This design comes from an exercise in tuning for small area, a short achievable clock period and few clock cycles per item on the open sky130 flow, not from production work.
Only simulation tests tie the RTL to the original design; equivalence was not proved.

==> build 78 <==
## conv_row_stationary_top
module conv_row_stationary_top (
  input  logic                     clk,
  input  logic                     rst_n,
  input  logic                     i_pix_we,
  input  conv_ctrl_pkg::row_idx_t  i_pix_row,
  input  conv_ctrl_pkg::col_idx_t  i_pix_col,
  input  conv_geom_pkg::pixel_t    i_pix_data,
  input  logic                     i_start,
  input  conv_geom_pkg::filter_t   i_filter,
  output logic                     o_busy,
  output logic                     o_valid,
  output conv_ctrl_pkg::grp_idx_t  o_grp,
  output conv_ctrl_pkg::col_idx_t  o_col,
  output conv_geom_pkg::osum_t     o_sum0,
  output conv_geom_pkg::osum_t     o_sum1,
  output conv_geom_pkg::osum_t     o_sum2,
  output logic                     o_done
);
  logic [2:0]    phase;
  logic [319:0]  taps;
  logic          grp_sel;
  logic          ofs_sel;
  logic [179:0]  sel;
  logic [71:0]   f;
  logic [89:0]   f3;
  image_row_buffer u_buf (
    .clk       (clk),
    .rst_n     (rst_n),
    .i_we      (i_pix_we && !o_busy),
    .i_wr_row  (i_pix_row),
    .i_wr_col  (i_pix_col),
    .i_wr_data (i_pix_data),
    .o_phase   (phase),
    .o_taps    (taps)
  );
  ...
==> flow/config.mk <==
export PLATFORM = sky130hd
export DESIGN_NAME = conv_row_stationary_top
export DESIGN_NICKNAME = conv_row_stationary_top
export VERILOG_FILES = /design/flow/design.v
export SDC_FILE = /design/flow/constraint.sdc
export NUM_CORES = 4
export LEC_CHECK = 0
export CAP_MARGIN = 20
export CORE_MARGIN = 2
export CORE_UTILIZATION = 40
export SLEW_MARGIN = 20
==> flow/constraint.sdc <==
create_clock -name core_clock -period 10.0 [get_ports {clk}]
set_input_delay 2.0000 -clock core_clock [delete_from_list [all_inputs] [get_ports {clk}]]
set_output_delay 2.0000 -clock core_clock [all_outputs]
set_load 0.01 [all_outputs]
standard.sh (not shown) runs the stock make flow with config.mk's settings and CLKGATE_MAP_FILE= SYNTH_SCRIPT=/design/flow/synth_recipe.tcl, a recipe that flattens the netlist after the stock synthesis.
==> flow/flow/run.sh <==
#!/bin/bash
set -e
here=$(pwd)
{
  echo "include $here/config.mk"
  echo "export DONT_USE_CELLS += sky130_fd_sc_hd__a222oi_1 sky130_fd_sc_hd__a22oi_1"
  echo "export SETUP_SLACK_MARGIN = 6.5"
} > flow_config.mk
bash standard.sh DESIGN_CONFIG=$here/flow_config.mk finish > standard.log 2>&1
==> build 89 (differences from build 78) <==
==> flow/flow/run.sh (replaced) <==
#!/bin/bash
set -e
here=$(pwd)
{
  echo "include $here/config.mk"
  echo "export DONT_USE_CELLS += sky130_fd_sc_hd__a222oi_1 sky130_fd_sc_hd__a22oi_1"
  echo "export SETUP_SLACK_MARGIN = 6.1"
} > flow_config.mk
bash standard.sh DESIGN_CONFIG=$here/flow_config.mk finish > standard.log 2>&1
--- a/flow/config.mk
+++ b/flow/config.mk
@@ -8,4 +8,6 @@
 export CAP_MARGIN = 20
 export CORE_MARGIN = 2
-export CORE_UTILIZATION = 40
+export CORE_UTILIZATION = 45
+export CTS_BUF_LIST = sky130_fd_sc_hd__clkbuf_8
 export SLEW_MARGIN = 20
+export TNS_END_PERCENT = 20
==> reports/results.tsv <==
stage	metric	value	unit
run_status	status	no timing/DRC/antenna violations	
die	initial_core_util	45.2	%
die	die_h	427	um
routing	route.met2.wl	140	mm
final_layout	layout_commonest_cell	a21oi_1	
final_layout	clkbuf_count	256	
critical_path	required	10.82	ns
final_layout	multi_input_area	0.0481	sq mm
cts	clk_latency	1.08	ns
sta	fin_skew	0.114	ns
-- figures above: build 89

==> reports/results.tsv <==
stage	metric	value	unit
sta	worstMarginPinSlew	0.983	ns
synthesis	async_flop_share	1.53	%
global_route	grt_use_total	35.6	%
critical_path	required	10.71	ns
final_layout	layout_commonest_cell	dfxtp_1	
die	initial_core_util	40.3	%
final_layout	seq-cell-share	27.5	%
die	die_h	453	um
cts	clk_latency	0.87	ns
run_status	status	no timing/DRC/antenna violations	
final_layout	multi_input_area	0.0507	sq mm
sta	fin_skew	0.0734	ns
routing	route.met2.wl	148	mm
final_layout	clkbuf_count	198	
-- figures above: build 78

Testbench counts of build 78, summed over its fixed seeds: cycles 7,152, runs 256.
Testbench counts of build 89, summed over its fixed seeds: cycles 7,152, runs 256.

* * *

==> run M <==
conv_row_stationary_top, a different RTL version from the one above (not shown whole).
==> module image_row_buffer, before the edit <==
module image_row_buffer (
  input  logic          clk,
  input  logic          rst_n,
  input  logic          i_we,         
  input  logic [2:0]    i_wr_row,
  input  logic [2:0]    i_wr_col,
  input  logic [7:0]    i_wr_data,
  output logic [2:0]    o_phase,
  output logic [319:0]  o_taps        
);
  logic [2:0]   ph;
  logic [2:0]   wslot;
  logic [511:0] img;                  
  assign o_phase = ph;
  assign wslot   = i_wr_col - ph - 3'd1;
  always_ff @(posedge clk or negedge rst_n)
  begin
    if (!rst_n)
      ph <= '0;
    else
      ph <= ph + 3'd1;
  end
  always_ff @(posedge clk)
  begin
    for (int r = 0; r < 8; r++)
      for (int s = 0; s < 8; s++)
        img[(r*8+s)*8 +: 8] <= ~((i_we && i_wr_row == 3'(r) && wslot == 3'(s)) ?
                                 ((s % 2 == 1) ? i_wr_data : ~i_wr_data) :
                                 img[(r*8+((s+1)%8))*8 +: 8]);
  end
  always_comb
  begin
    for (int r = 0; r < 8; r++)
      for (int s = 0; s < 5; s++)
        o_taps[(r*5+s)*8 +: 8] = img[(r*8+s)*8 +: 8];
  end
endmodule
Settings: LEC_CHECK=0, CAP_MARGIN=20, CORE_MARGIN=2, CORE_UTILIZATION=45, CTS_BUF_LIST=sky130_fd_sc_hd__clkbuf_8, SLEW_MARGIN=20, TNS_END_PERCENT=20; clock period 10.0 ns.
==> flow/flow/run.sh <==
#!/bin/bash
set -e
here=$(pwd)
{
  echo "include $here/config.mk"
  echo "export DONT_USE_CELLS += sky130_fd_sc_hd__a222oi_1 sky130_fd_sc_hd__a22oi_1"
  echo "export SETUP_SLACK_MARGIN = 6.55"
  echo "export BUFFER_PORTS_ARGS = -buffer_cell sky130_fd_sc_hd__buf_4"
} > flow_config.mk
bash standard.sh DESIGN_CONFIG=$here/flow_config.mk finish > standard.log 2>&1
==> run E (differences from run M) <==
Settings changed: CTS_BUF_LIST sky130_fd_sc_hd__clkbuf_8 to not set, TNS_END_PERCENT 20 to not set.
==> run F (differences from run M) <==
--- a/flow/design.v
+++ b/flow/design.v
@@ -27,14 +27,31 @@
 );
   logic [2:0]   ph;
-  logic [2:0]   wslot;
+  logic [2:0]   slot_col [8];         
+  logic [7:0]   wrow;
+  logic [7:0]   wcol;
   logic [511:0] img;                  
   assign o_phase = ph;
-  assign wslot   = i_wr_col - ph - 3'd1;
   always_ff @(posedge clk or negedge rst_n)
   begin
     if (!rst_n)
+    begin
       ph <= '0;
+      for (int s = 0; s < 8; s++)
+        slot_col[s] <= 3'(s + 1);
+    end
     else
+    begin
       ph <= ph + 3'd1;
+      for (int s = 0; s < 8; s++)
+        slot_col[s] <= slot_col[s] + 3'd1;
+    end
+  end
+  always_comb
+  begin
+    for (int i = 0; i < 8; i++)
+    begin
+      wrow[i] = i_we && i_wr_row == 3'(i);
+      wcol[i] = i_wr_col == slot_col[i];
+    end
   end
   always_ff @(posedge clk)
@@ -42,5 +59,5 @@
     for (int r = 0; r < 8; r++)
       for (int s = 0; s < 8; s++)
-        img[(r*8+s)*8 +: 8] <= ~((i_we && i_wr_row == 3'(r) && wslot == 3'(s)) ?
+        img[(r*8+s)*8 +: 8] <= ~((wrow[r] && wcol[s]) ?
                                  ((s % 2 == 1) ? i_wr_data : ~i_wr_data) :
                                  img[(r*8+((s+1)%8))*8 +: 8]);
--- a/flow/flow/run.sh
+++ b/flow/flow/run.sh
@@ -5,5 +5,5 @@
   echo "include $here/config.mk"
   echo "export DONT_USE_CELLS += sky130_fd_sc_hd__a222oi_1 sky130_fd_sc_hd__a22oi_1"
-  echo "export SETUP_SLACK_MARGIN = 6.55"
+  echo "export SETUP_SLACK_MARGIN = 6.7"
   echo "export BUFFER_PORTS_ARGS = -buffer_cell sky130_fd_sc_hd__buf_4"
 } > flow_config.mk
Settings changed: CORE_UTILIZATION 45 to 50, CTS_BUF_LIST sky130_fd_sc_hd__clkbuf_8 to not set, TNS_END_PERCENT 20 to not set.
==> comparison <==
- In area after synthesis, run E and run M do not differ.
- The lowest sequential share of layout area belongs to run F, the highest to run M.
- Register-to-register slack is about the same in run E and run F.
- Via count, highest first: run F, run M, run E.
- Between run M and run E, the lower final area is in run M (gap 0.74%, measured against run E).
- The lowest final cell count belongs to run F, the highest to run M.
- The lowest first-iteration DRC count belongs to run M, the highest to run E.
- Setup slack, highest first: run F, run E, run M.
==> figures <==
item                                                                run E                     run M                    run F
Result of the run                                          finished clean            finished clean           finished clean
Slew at the pin closest to its max-slew limit                     1.37 ns                   1.31 ns                  1.17 ns
First-pass DRT Iterations                                              20                        10                        9
Dpl ws                                                            5.09 ns                   5.01 ns                  5.98 ns
Async set or reset register ratio after synthesis                  0.0141                    0.0141                   0.0296
Post-synth net total                                                 9898                      9898                     9961
Area enclosed by the die boundary                             195000 um^2               195000 um^2              177000 um^2
Number of fill cells                                                17200                     17400                    14800
Xor/xnor cell area share of the yosys netlist                      0.0107                    0.0107                   0.0133
Number of inverters outside the clock class in the layout            1150                      1150                     1155
Critical path startpoint                                     i_pix_col[0]  u_seq.o_busy$_DFFE_PN0P_  u_seq.o_f[62]$_DFFE_PN_
Yosys warns                                                             5                         5                        6
Final setup margin                                                6.49 ns                   6.37 ns                  6.54 ns
Global routing met3 resource utilization                            0.183                     0.168                    0.198
Global-route usage over all layers                                  0.368                     0.374                    0.412
Met2 Wirelength                                                 143000 um                 147000 um                150000 um
Crit. path cell count                                                   9                         1                        8
Post-CTS sizing                                                        53                        43                      279
Flip-flop and latch area                                       31600 um^2                31600 um^2               32300 um^2
Testbench counts of run M, summed over its fixed seeds: cycles 7,352, runs 256.
Testbench counts of run E, summed over its fixed seeds: cycles 7,352, runs 256.
Testbench counts of run F, summed over its fixed seeds: cycles 7,352, runs 256.

## port drivers added, routing unchanged
The flow's constraints put no driver on any port. The routed layouts listed below were extracted and timed again, unchanged, in two steps.
Step 1: set_driving_cell puts a clkbuf_16 on clk and a buf_2 on each other input, an assumption about the parent block.
Step 2, shift: input delay + t, output delay - t, t = (earliest + latest rising clock arrival at the registers) / 2. This alone moves slack from input paths to output paths.
Slacks: no drivers / after step 1 / after step 2; pairs: no drivers / after step 1.
run	t, ns	setup slack, ns	hold WS [ns]	worst setup path at the end	slew at the worst register clock pin (ns)
build 78	0.922	6.083 / 6.083 / 5.553	0.327 / 0.327 / 0.327	input to register	0.06 / 0.06
build 89	1.106	5.821 / 5.881 / 4.775	0.323 / 0.323 / 0.323	input to register	0.08 / 0.08
run M	1.143	6.368 / 6.278 / 5.335	0.301 / 0.301 / 0.301	input to register	0.07 / 0.07
run E	0.937	6.488 / 6.450 / 5.614	0.327 / 0.327 / 0.327	input to register	0.07 / 0.07
run F	0.933	6.536 / 6.515 / 6.023	0.326 / 0.326 / 0.326	input to register	0.07 / 0.07
After both steps every run listed still meets setup and hold. The setup slack of build 89, which loses most, moves by +0.060 ns with the drivers and by -1.046 ns with both steps.
